This design comes from an exercise in tuning for small area, a short achievable clock period and few clock cycles on the open sky130 flow, not from production work. Function was checked by simulation only, so behaviour that the tests miss may differ from the original.

==> flow/design.v <==
module mdu_sequencer (
    input  logic        clk,
    input  logic        rst,
    input  logic        startE,
    input  logic        mulOrdivE,
    input  logic        mdIsSignE,
    input  logic [31:0] srcaE,
    input  logic [31:0] srcbE,
    input  logic        flushE,
    input  logic        advE,
    output logic        stallMdE,
    output logic        readyE,
    output logic [31:0] hiE,
    output logic [31:0] loE
);
    typedef enum logic [2:0] {
        S_IDLE = 3'd0,
        S_MUL  = 3'd1,
        S_NEGA = 3'd2,
        S_PSUB = 3'd3,
        S_PREP = 3'd4,
        S_DIV  = 3'd5,
        S_NEGR = 3'd6,
        S_DONE = 3'd7
    } state_t;
    state_t       st_q, st_d;
    logic         busy_q, idle_q, done_q;
    logic         m_mul_q, m_sub_q;    
    logic [32:0]  h_q, h_d;       
    logic [31:0]  l_q, l_d;       
    logic [32:0]  y_q, y_d;       
    logic [2:0]   d0_q, d0_d;     
    logic [2:0]   d1_q, d1_d;
    logic         last_q, last_d; 
    logic [4:0]   cnt_q, cnt_d;   
    logic [1:0]   mcls_q, mcls_d; 
    logic         sgn_q, sgn_d;
    logic         bneg_q, bneg_d;      
    logic         rneg_q, rneg_d;      
    logic         qneg_q, qneg_d;      
    logic [5:0]   lzb_q, lzb_d;        
    function automatic [1:0] lz4(input [3:0] x);
        lz4 = x[3] ? 2'd0 : x[2] ? 2'd1 : x[1] ? 2'd2 : 2'd3;
    endfunction
    function automatic [2:0] lz8(input [7:0] x);
        lz8 = (x[7:4] != 4'd0) ? {1'b0, lz4(x[7:4])} : {1'b1, lz4(x[3:0])};
    endfunction
    function automatic [3:0] lz16(input [15:0] x);
        lz16 = (x[15:8] != 8'd0) ? {1'b0, lz8(x[15:8])} : {1'b1, lz8(x[7:0])};
    endfunction
    function automatic [5:0] lz32(input [31:0] x);
        if (x == 32'd0)                lz32 = 6'd32;
        else if (x[31:16] != 16'd0)    lz32 = {2'b00, lz16(x[31:16])};
        else                           lz32 = {2'b01, lz16(x[15:0])};
    endfunction
    function automatic [2:0] booth(input b1, input b0, input bm);
        booth = {b1, (b1 & ~b0 & ~bm) | (~b1 & b0 & bm), b0 ^ bm};
    endfunction
    logic        a_neg, b_neg;
    logic [31:0] ua, ub;
    logic [1:0]  cls_a, cls_b, cls;
    logic        swap;
    logic [31:0] msrc, ysrc;
    always_comb begin
        a_neg = mdIsSignE & srcaE[31];
        b_neg = mdIsSignE & srcbE[31];
        ua    = a_neg ? ~srcaE : srcaE;
        ub    = b_neg ? ~srcbE : srcbE;
        cls_a = (ua[31:9] == '0) ? 2'd0 : (ua[31:17] == '0) ? 2'd1 : 2'd2;
        cls_b = (ub[31:9] == '0) ? 2'd0 : (ub[31:17] == '0) ? 2'd1 : 2'd2;
        swap  = mulOrdivE | (cls_a < cls_b);     
        cls   = swap ? cls_a : cls_b;
        msrc  = swap ? srcaE : srcbE;
        ysrc  = swap ? srcbE : srcaE;
    end
    logic [5:0]  lzb_in;
    logic        bzero;
    logic [5:0]  lza;
    logic [6:0]  dlen;
    logic [4:0]  dsh;
    logic        dneg;
    logic [32:0] ysh;
    always_comb begin
        lzb_in  = lz32(ub);
        bzero   = (srcbE == '0);
        lza   = lz32(h_q[31:0]);
        dlen  = {1'b0, lzb_q} - {1'b0, lza};      
        dneg  = dlen[6];
        dsh   = dlen[5] ? 5'd31 : dlen[4:0];
        ysh   = y_q << dsh;
    end
    logic [34:0] mag0, mag1;
    logic [36:0] op_a, op_b, op_e;
    logic [36:0] csa_s, csa_c;
    logic        cin;
    logic [36:0] sum;
    logic        fits;
    always_comb begin
        mag0 = d0_q[1] ? {y_q[32], y_q, 1'b0} : (d0_q[0] ? {{2{y_q[32]}}, y_q} : 35'd0);
        mag1 = d1_q[1] ? {y_q[32], y_q, 1'b0} : (d1_q[0] ? {{2{y_q[32]}}, y_q} : 35'd0);
        op_a = {{4{h_q[32]}}, h_q} ^ {37{~m_mul_q & ~m_sub_q}};
        if (m_mul_q) begin
            op_b = {{2{mag0[34] ^ d0_q[2]}}, mag0 ^ {35{d0_q[2]}}};
            op_e = {mag1 ^ {35{d1_q[2]}}, {2{d1_q[2]}}};
            cin  = d0_q[2];
        end else if (m_sub_q) begin
            op_b = {{4{y_q[32]}}, y_q} ^ {37{~bneg_q}};
            op_e = 37'd0;
            cin  = ~bneg_q;
        end else begin
            op_b = 37'd0;
            op_e = 37'd0;
            cin  = 1'b1;
        end
        csa_s = op_a ^ op_b ^ op_e;
        csa_c = {(op_a[35:0] & op_b[35:0]) | (op_a[35:0] & op_e[35:0]) | (op_b[35:0] & op_e[35:0]),
                 m_mul_q & d1_q[2]};
        sum   = csa_s + csa_c + {36'd0, cin};
        fits  = ~sum[36];
    end
    logic [66:0] pfull;
    logic [66:0] psh;
    logic        ne;
    always_comb begin
        st_d    = st_q;
        h_d     = h_q;
        l_d     = l_q;
        y_d     = y_q;
        cnt_d   = cnt_q - 5'd1;
        mcls_d  = mcls_q;
        sgn_d   = sgn_q;
        bneg_d  = bneg_q;
        rneg_d  = rneg_q;
        qneg_d  = qneg_q;
        lzb_d   = lzb_q;
        pfull = {sum[34:0], l_q};
        psh   = 'x;
        ne    = sgn_q & l_q[3];
        d0_d   = booth(l_q[5], l_q[4], l_q[3]);
        d1_d   = booth(l_q[7], l_q[6], l_q[5]);
        if (cnt_q == 5'd1) begin
            d1_d = 3'b000;
            if (mcls_q == 2'd2) d0_d = booth(ne, ne, l_q[3]);
        end
        last_d = (cnt_q == 5'd1);
        case (st_q)
            S_IDLE: begin
                sgn_d   = mdIsSignE;
                bneg_d  = b_neg;
                rneg_d  = a_neg;
                qneg_d  = a_neg ^ b_neg;
                lzb_d   = lzb_in;
                d0_d    = booth(msrc[1], msrc[0], 1'b0);
                d1_d    = booth(msrc[3], msrc[2], msrc[1]);
                last_d  = 1'b0;
                h_d     = mulOrdivE ? {1'b0, srcaE} : 33'd0;
                y_d     = {mdIsSignE & ysrc[31], ysrc};
                mcls_d  = cls;
                cnt_d   = (cls == 2'd0) ? 5'd2 : (cls == 2'd1) ? 5'd4 : 5'd8;
                l_d     = !mulOrdivE ? msrc :
                          a_neg      ? 32'd1 : 32'hFFFF_FFFF;
                if (!startE || flushE)       st_d = S_IDLE;
                else if (!mulOrdivE)         st_d = S_MUL;
                else if (bzero)              st_d = S_DONE;
                else                         st_d = a_neg ? S_NEGA :
                                                    (a_neg ^ b_neg) ? S_PSUB : S_PREP;
            end
            S_MUL: begin
                if (!last_q) begin
                    h_d = sum[36:4];
                    l_d = {sum[3:0], l_q[31:4]};
                end else begin
                    case (mcls_q)
                        2'd0:    psh = {{24{pfull[66]}}, pfull[66:24]};
                        2'd1:    psh = {{16{pfull[66]}}, pfull[66:16]};
                        default: psh = pfull;
                    endcase
                    h_d  = psh[64:32];
                    l_d  = psh[31:0];
                    st_d = S_DONE;
                end
                if (flushE) st_d = S_IDLE;
            end
            S_NEGA: begin
                h_d  = {1'b0, sum[31:0]};
                st_d = qneg_q ? S_PSUB : S_PREP;
                if (flushE) st_d = S_IDLE;
            end
            S_PSUB: begin
                l_d = 32'd0;
                if (fits) begin
                    h_d  = {1'b0, sum[31:0]};
                    st_d = S_PREP;
                end else begin
                    st_d = rneg_q ? S_NEGR : S_DONE;
                end
                if (flushE) st_d = S_IDLE;
            end
            S_PREP: begin
                l_d = {32{qneg_q}};
                if (dneg) begin
                    st_d = rneg_q ? S_NEGR : S_DONE;
                end else begin
                    y_d   = ysh;
                    cnt_d = dsh;
                    st_d  = S_DIV;
                end
                if (flushE) st_d = S_IDLE;
            end
            S_DIV: begin
                if (fits) h_d = {1'b0, sum[31:0]};
                l_d   = {l_q[30:0], fits ^ qneg_q};
                y_d   = {y_q[32], y_q[32:1]};
                cnt_d = cnt_q - 5'd1;
                if (cnt_q == 5'd0) st_d = rneg_q ? S_NEGR : S_DONE;
                if (flushE) st_d = S_IDLE;
            end
            S_NEGR: begin
                h_d  = {1'b0, sum[31:0]};
                st_d = S_DONE;
                if (flushE) st_d = S_IDLE;
            end
            S_DONE: begin
                if (flushE || advE) st_d = S_IDLE;
            end
            default: st_d = S_IDLE;
        endcase
    end
    always_ff @(posedge clk or posedge rst) begin
        if (rst) begin
            st_q    <= S_IDLE;
            idle_q  <= 1'b1;
            busy_q  <= 1'b0;
            done_q  <= 1'b0;
            m_mul_q <= 1'b0;
            m_sub_q <= 1'b0;
        end else begin
            st_q    <= st_d;
            idle_q  <= (st_d == S_IDLE);
            busy_q  <= (st_d != S_IDLE) && (st_d != S_DONE);
            done_q  <= (st_d == S_DONE);
            m_mul_q <= (st_d == S_MUL);
            m_sub_q <= (st_d == S_PSUB) || (st_d == S_DIV);
        end
    end
    always_ff @(posedge clk) begin
        h_q     <= h_d;
        l_q     <= l_d;
        y_q     <= y_d;
        d0_q    <= d0_d;
        d1_q    <= d1_d;
        last_q  <= last_d;
        cnt_q   <= cnt_d;
        mcls_q  <= mcls_d;
        sgn_q   <= sgn_d;
        bneg_q  <= bneg_d;
        rneg_q  <= rneg_d;
        qneg_q  <= qneg_d;
        lzb_q   <= lzb_d;
    end
    assign stallMdE = busy_q | (idle_q & startE & ~flushE);
    assign readyE   = done_q;
    assign hiE      = h_q[31:0];
    assign loE      = l_q;
endmodule
export LEC_CHECK = 0
export CAP_MARGIN = 20
export CORE_MARGIN = 2
export CORE_UTILIZATION = 50
export CTS_BUF_LIST = sky130_fd_sc_hd__clkbuf_4 sky130_fd_sc_hd__clkbuf_8
export SLEW_MARGIN = 20
create_clock -name core_clock -period 11.0 [get_ports {clk}]
standard.sh (not shown) runs the stock make flow with config.mk's settings and CLKGATE_MAP_FILE= SYNTH_SCRIPT=/design/flow/synth_recipe.tcl, a recipe that flattens the netlist after the stock synthesis.
==> flow/flow/run.sh <==
#!/bin/bash
set -euo pipefail
ARGS='BUFFER_PORTS_ARGS=-buffer_cell sky130_fd_sc_hd__buf_1'
MARGIN='SETUP_SLACK_MARGIN=6.1'
sed "s/\"\\\${@:-finish}\"/'$ARGS' $MARGIN \"\${@:-finish}\"/" standard.sh > standard_tuned.sh
grep -q "buffer_cell" standard_tuned.sh
grep -q "SETUP_SLACK_MARGIN=6.1" standard_tuned.sh
bash standard_tuned.sh > flow_standard.log 2>&1
Testbench counts at the start, summed over its fixed seeds: cycles 66,941.
==> next run, changes <==
--- a/flow/flow/run.sh
+++ b/flow/flow/run.sh
@@ -4 +4 @@
-MARGIN='SETUP_SLACK_MARGIN=6.1'
+MARGIN='SETUP_SLACK_MARGIN=6.3'
@@ -7 +7 @@
-grep -q "SETUP_SLACK_MARGIN=6.1" standard_tuned.sh
+grep -q "SETUP_SLACK_MARGIN=6.3" standard_tuned.sh
Outcome:
- The changed run completed with no timing, DRC or antenna violations
- utilization grows by 5.2 points
- cell count rises by 2.5%
- worst setup slack improved by 0.033 ns
- worst hold slack is better by 0.014 ns
- non-clock buffer count is higher by 62
- cell area rises by about 9%
- global-route usage rises by 0.29 points
- die area stays the same

-- static timing again, ports no longer ideal --
Ports are ideal in the flow. The routed layouts listed here were re-timed in OpenROAD. Step 1 assumes that a clkbuf_16 drives the clock port and a buf_2 every other input. Step 2, shift: input delay + t, output delay - t, t = (earliest + latest rising clock arrival at the registers) / 2. This alone moves slack from input paths to output paths. Slacks: no drivers / after step 1 / after step 2; pairs: no drivers / after step 1.
run | t, ns | setup slack, ns | worst setup path after step 2 | worst register clock-pin slew, ns | worst slew at a driven data input, ns
the first run | 0.535 | 6.066 / 6.060 / 5.613 | input to register | 0.09 / 0.09 | 0.06
the second run | 0.536 | 6.100 / 6.064 / 5.649 | input to register | 0.09 / 0.09 | 0.09
After both steps setup and hold are still met in every run listed. For the first run, which loses most, drivers alone change the setup slack by -0.006 ns; drivers and shift together by -0.453 ns.
